Source: an optimization exercise on an open RTL-to-GDS flow (aim: small area). Production flows keep margins and buffers that such runs may drop.
At most, simulation tests tie the RTL to the original design; equivalence was not proved.

Setup of rev 12:
==> module soc_ifc_top, before the edit <==
module soc_ifc_top (
    input  wire                            clk,
    input  wire                            cptra_rst_b,
    input  wire soc_ifc_pkg::soc_ifc_req_t req_i,
    output soc_ifc_pkg::soc_ifc_rsp_t      rsp_o,
    output logic                           fuse_done_o,
    output logic                           error_intr_o,
    output logic                           cptra_error_fatal_o,
    output logic                           nmi_intr_o
);
    logic [4:0]  a1;         
    logic [31:0] wd1;        
    logic        v1, we1, re1;
    logic        done_q;
    logic        mapped, refuse;
    always_comb begin
        mapped = ~req_i.addr[5] & (~req_i.addr[3] | (req_i.addr[2:0] == 3'd0));
        refuse = ~mapped;
        if (req_i.addr[4:0] == 5'h08)
            refuse = refuse | (req_i.write & (~req_i.soc_req | done_q));
        else if (req_i.addr[4:3] == 2'b00)
            refuse = refuse | (req_i.write & done_q);
    end
    always_ff @(posedge clk or negedge cptra_rst_b) begin
        if (!cptra_rst_b) begin
            v1  <= 1'b0;
            we1 <= 1'b0;
            re1 <= 1'b0;
        end else begin
            v1  <= req_i.req;
            we1 <= req_i.req & req_i.write & ~refuse;
            re1 <= req_i.req & ~req_i.write & ~refuse;
        end
    end
    always_ff @(posedge clk) begin
        a1  <= req_i.addr[4:0];
        wd1 <= req_i.wdata;
    end
    function automatic logic wr(input logic [4:0] a);
        wr = we1 & (a1 == a);
    endfunction
    logic [7:0][31:0] fuse_q;
    logic [7:0]       fuse_vld;
    logic [31:0]      p1_q, p2_q;
    logic             p1_vld, p2_vld;
    logic             t1_en_q, t2_en_q;
    logic [1:0]       intr_q;
    logic             fatal_q;
    logic [1:0]       to_q, to_f;
    logic [31:0]      cn1_q, cn2_q;
    logic fuse_wr;
    assign fuse_wr = we1 & (a1[4:3] == 2'b00);
    always_ff @(posedge clk) begin
        for (int w = 0; w < 8; w++)
            if (fuse_wr && a1[2:0] == w[2:0]) fuse_q[w] <= wd1;
        if (wr(5'h12)) p1_q <= wd1;
        if (wr(5'h15)) p2_q <= wd1;
    end
    always_ff @(posedge clk or negedge cptra_rst_b) begin
        if (!cptra_rst_b) begin
            fuse_vld <= '0;
            p1_vld   <= 1'b0;
            p2_vld   <= 1'b0;
            done_q   <= 1'b0;
            t1_en_q  <= 1'b0;
            t2_en_q  <= 1'b0;
        end else begin
            for (int w = 0; w < 8; w++)
                if (fuse_wr && a1[2:0] == w[2:0]) fuse_vld[w] <= 1'b1;
            if (wr(5'h12)) p1_vld <= 1'b1;
            if (wr(5'h15)) p2_vld <= 1'b1;
            if (wr(5'h08)) done_q  <= wd1[0];
            if (wr(5'h10)) t1_en_q <= wd1[0];
            if (wr(5'h13)) t2_en_q <= wd1[0];
        end
    end
    logic [1:0] svc;
    logic       rst1, rst2, fatal_clr;
    assign svc       = {2{wr(5'h17)}} & wd1[1:0];
    assign rst1      = wr(5'h11) & wd1[0];
    assign rst2      = wr(5'h14) & wd1[0];
    assign fatal_clr = wr(5'h18) & wd1[0];
    logic run1, run2, clr1, clr2, ge1, ge2;
    assign run1 = t1_en_q;
    assign clr1 = ~t1_en_q | rst1 | svc[0];
    assign run2 = t2_en_q | to_q[0];
    assign clr2 = ~run2 | rst2 | svc[1];
    logic [32:0] lt1_c, lt2_c;
    always_comb begin
        lt1_c[0] = 1'b0;
        lt2_c[0] = 1'b0;
        for (int i = 0; i < 32; i++) begin
            lt1_c[i+1] = (cn1_q[i] & p1_q[i]) | ((cn1_q[i] | p1_q[i]) & lt1_c[i]);
            lt2_c[i+1] = (cn2_q[i] & p2_q[i]) | ((cn2_q[i] | p2_q[i]) & lt2_c[i]);
        end
    end
    assign ge1 = ~p1_vld | ~lt1_c[32];
    assign ge2 = ~p2_vld | ~lt2_c[32];
    logic cnt1, cnt2;
    assign cnt1 = run1 & ~to_q[0];
    assign cnt2 = run2 & ~to_q[1];
    function automatic logic [31:0] dec_mask(input logic [31:0] cn, input logic lz);
        logic z;
        z = 1'b1;
        for (int i = 0; i < 16; i++) begin
            dec_mask[i] = z;
            z = z & ~cn[i];
        end
        z = lz;
        for (int i = 16; i < 32; i++) begin
            dec_mask[i] = z;
            z = z & ~cn[i];
        end
    endfunction
    logic lz1_q, lz2_q;
    always_ff @(posedge clk) begin
        cn1_q <= {32{clr1}} | (cn1_q ^ ({32{cnt1}} & dec_mask(cn1_q, lz1_q)));
        cn2_q <= {32{clr2}} | (cn2_q ^ ({32{cnt2}} & dec_mask(cn2_q, lz2_q)));
        lz1_q <= ~clr1 & (cnt1 ? (cn1_q[15:0] == 16'h0001) : lz1_q);
        lz2_q <= ~clr2 & (cnt2 ? (cn2_q[15:0] == 16'h0001) : lz2_q);
        to_f  <= to_q;
    end
    logic fatal_cond;
    assign fatal_cond = to_q[1] & ~t2_en_q;
    always_ff @(posedge clk or negedge cptra_rst_b) begin
        if (!cptra_rst_b) begin
            to_q    <= '0;
            intr_q  <= '0;
            fatal_q <= 1'b0;
        end else begin
            to_q[0]   <= ~clr1 & (to_q[0] | (run1 & ge1));
            to_q[1]   <= ~clr2 & (to_q[1] | (run2 & ge2));
            intr_q[0] <= (intr_q[0] & ~svc[0]) | (to_q[0] & ~to_f[0]);
            intr_q[1] <= (intr_q[1] & ~svc[1]) | (to_q[1] & ~to_f[1] & t2_en_q);
            fatal_q   <= (fatal_q & ~fatal_clr) | fatal_cond;
        end
    end
    logic       v2, e2, re2;
    logic [4:0] a2;
    logic [1:0] dyn_q;
    always_ff @(posedge clk or negedge cptra_rst_b) begin
        if (!cptra_rst_b) begin
            v2    <= 1'b0;
            e2    <= 1'b0;
            re2   <= 1'b0;
            dyn_q <= '0;
        end else begin
            v2  <= v1;
            e2  <= v1 & ~we1 & ~re1;
            re2 <= re1;
            dyn_q <= {2{re1}} & ((a1 == 5'h16) ? to_q :
                                 (a1 == 5'h17) ? intr_q :
                                 (a1 == 5'h18) ? {1'b0, fatal_q} : 2'b00);
        end
    end
    always_ff @(posedge clk) a2 <= a1;
    logic [31:0] rdata;
    always_comb begin
        rdata = '0;
        for (int w = 0; w < 8; w++)
            if (re2 && fuse_vld[w] && a2 == w[4:0]) rdata = rdata | fuse_q[w];
        if (re2 && p1_vld && a2 == 5'h12) rdata = rdata | p1_q;
        if (re2 && p2_vld && a2 == 5'h15) rdata = rdata | p2_q;
        rdata[0] = rdata[0] | (re2 & ((a2 == 5'h08 & done_q) | (a2 == 5'h10 & t1_en_q)
                                     | (a2 == 5'h13 & t2_en_q)));
        rdata[1:0] = rdata[1:0] | dyn_q;
    end
    assign rsp_o.valid         = v2;
    assign rsp_o.err           = e2;
    assign rsp_o.rdata         = rdata;
    assign fuse_done_o         = done_q;
    assign error_intr_o        = |intr_q;
    assign cptra_error_fatal_o = fatal_cond;
    assign nmi_intr_o          = fatal_cond;
endmodule
clock: 5.0 ns
lec_check: 0
cap_margin: 20
core_margin: 2
core_utilization: 65
place_density: 0.75
slew_margin: 20
standard.sh (not shown) runs the stock make flow with config.mk's settings and CLKGATE_MAP_FILE= SYNTH_SCRIPT=/design/flow/synth_recipe.tcl, a recipe that flattens the netlist after the stock synthesis.
==> flow/flow/run.sh <==
#!/bin/bash
# Standard ORFS layout with these changes to how cells are chosen:
# - synthesis maps logic with an area-oriented ABC script (flow/abc_map.script)
#   in place of ORFS's speed script; everything else in synthesis is standard,
#   so registers keep the standard synthesis's names and cell types
# - every port gets the smallest buffer (buf_1)
# - clock tree synthesis uses clkbuf_8 over clusters of up to 16 sinks and
#   inserts no dummy loads
# Each step's full output goes to its own log here (synth.log, standard.log)
# and ORFS's per-step logs stay under orfs/logs.
set -euo pipefail
work=$(pwd)
rm -rf "$work/scripts_area"
cp -r "$FLOW_HOME/scripts" "$work/scripts_area"
cp "$work/flow/abc_map.script" "$work/scripts_area/abc_speed.script"
export BUFFER_PORTS_ARGS="-buffer_cell sky130_fd_sc_hd__buf_1"
export CTS_ARGS="-sink_clustering_enable -repair_clock_nets -dont_use_dummy_load -buf_list sky130_fd_sc_hd__clkbuf_8 -sink_clustering_size 16 -sink_clustering_max_diameter 80"
SCRIPTS_DIR="$work/scripts_area" bash standard.sh synth > synth.log 2>&1
bash standard.sh > standard.log 2>&1
==> flow/flow/abc_map.script <==
strash
&get -n
&st
&dch
&nf -a
&st
&syn2
&dch
&nf -a
&st
&syn2
&dch
&nf -a -R 1000
&put
topo
stime -c
Relative to rev 12, the following input files were edited for rev 13:
-- flow/design.v --
<<< rev 12, line 118
    logic fuse_wr;
    assign fuse_wr = we1 & (a1[4:3] == 2'b00);
    always_ff @(posedge clk) begin
        for (int w = 0; w < 8; w++)
            if (fuse_wr && a1[2:0] == w[2:0]) fuse_q[w] <= wd1;
        if (wr(5'h12)) p1_q <= wd1;
        if (wr(5'h15)) p2_q <= wd1;
    end
    always_ff @(posedge clk or negedge cptra_rst_b) begin
>>> rev 13, line 118
    logic fuse_wr;
    assign fuse_wr = we1 & (a1[4:3] == 2'b00);
    logic [7:0]  fuse_ld;
    logic        p1_ld, p2_ld;
    always_comb begin
        for (int w = 0; w < 8; w++) fuse_ld[w] = fuse_wr & (a1[2:0] == w[2:0]);
        p1_ld = wr(5'h12);
        p2_ld = wr(5'h15);
    end
    always_ff @(posedge clk) begin
        for (int w = 0; w < 8; w++)
            fuse_q[w] <= ({32{fuse_ld[w]}} & wd1) | ({32{~fuse_ld[w]}} & fuse_q[w]);
        p1_q <= ({32{p1_ld}} & wd1) | ({32{~p1_ld}} & p1_q);
        p2_q <= ({32{p2_ld}} & wd1) | ({32{~p2_ld}} & p2_q);
    end
    always_ff @(posedge clk or negedge cptra_rst_b) begin
==> comparison <==
Rev 13 falls short of rev 12 in maximum frequency. Going from rev 12 to rev 13, core utilization picked up an extra 0.20 points, final cell area excluding filler cells shows no meaningful change, total met3 wirelength after detailed routing went up. Rev 13 vs rev 12: detailed-route wire length on metal 1 up. Changes observed in rev 13 relative to rev 12: clock skew stayed essentially flat; via total after detailed routing went down.
Only the layout flow was run in rev 13; the RTL was not checked for function there.

-- separate check: timing with driven ports --
Ports are ideal in the flow. The routed layouts listed here were re-timed in OpenROAD. Step 1 assumes that a clkbuf_16 drives the clock port and a buf_2 every other input. Step 2, shift: input delay + t, output delay - t, t = (earliest + latest rising clock arrival at the registers) / 2. This alone moves slack from input paths to output paths. a / b / c = ideal ports / drivers / drivers and shift; a / b = the first two.
run	t, ns	slack for setup (ns)	worst setup path after step 2	slew at the worst register clock pin (ns)	cell pins on the clock port's net
rev 12	0.584	0.674 / 0.674 / 0.674	register to register	0.10 / 0.10	1
rev 13	0.575	0.509 / 0.509 / 0.509	register to register	0.10 / 0.10	1
After both steps setup and hold are still met in every run listed.
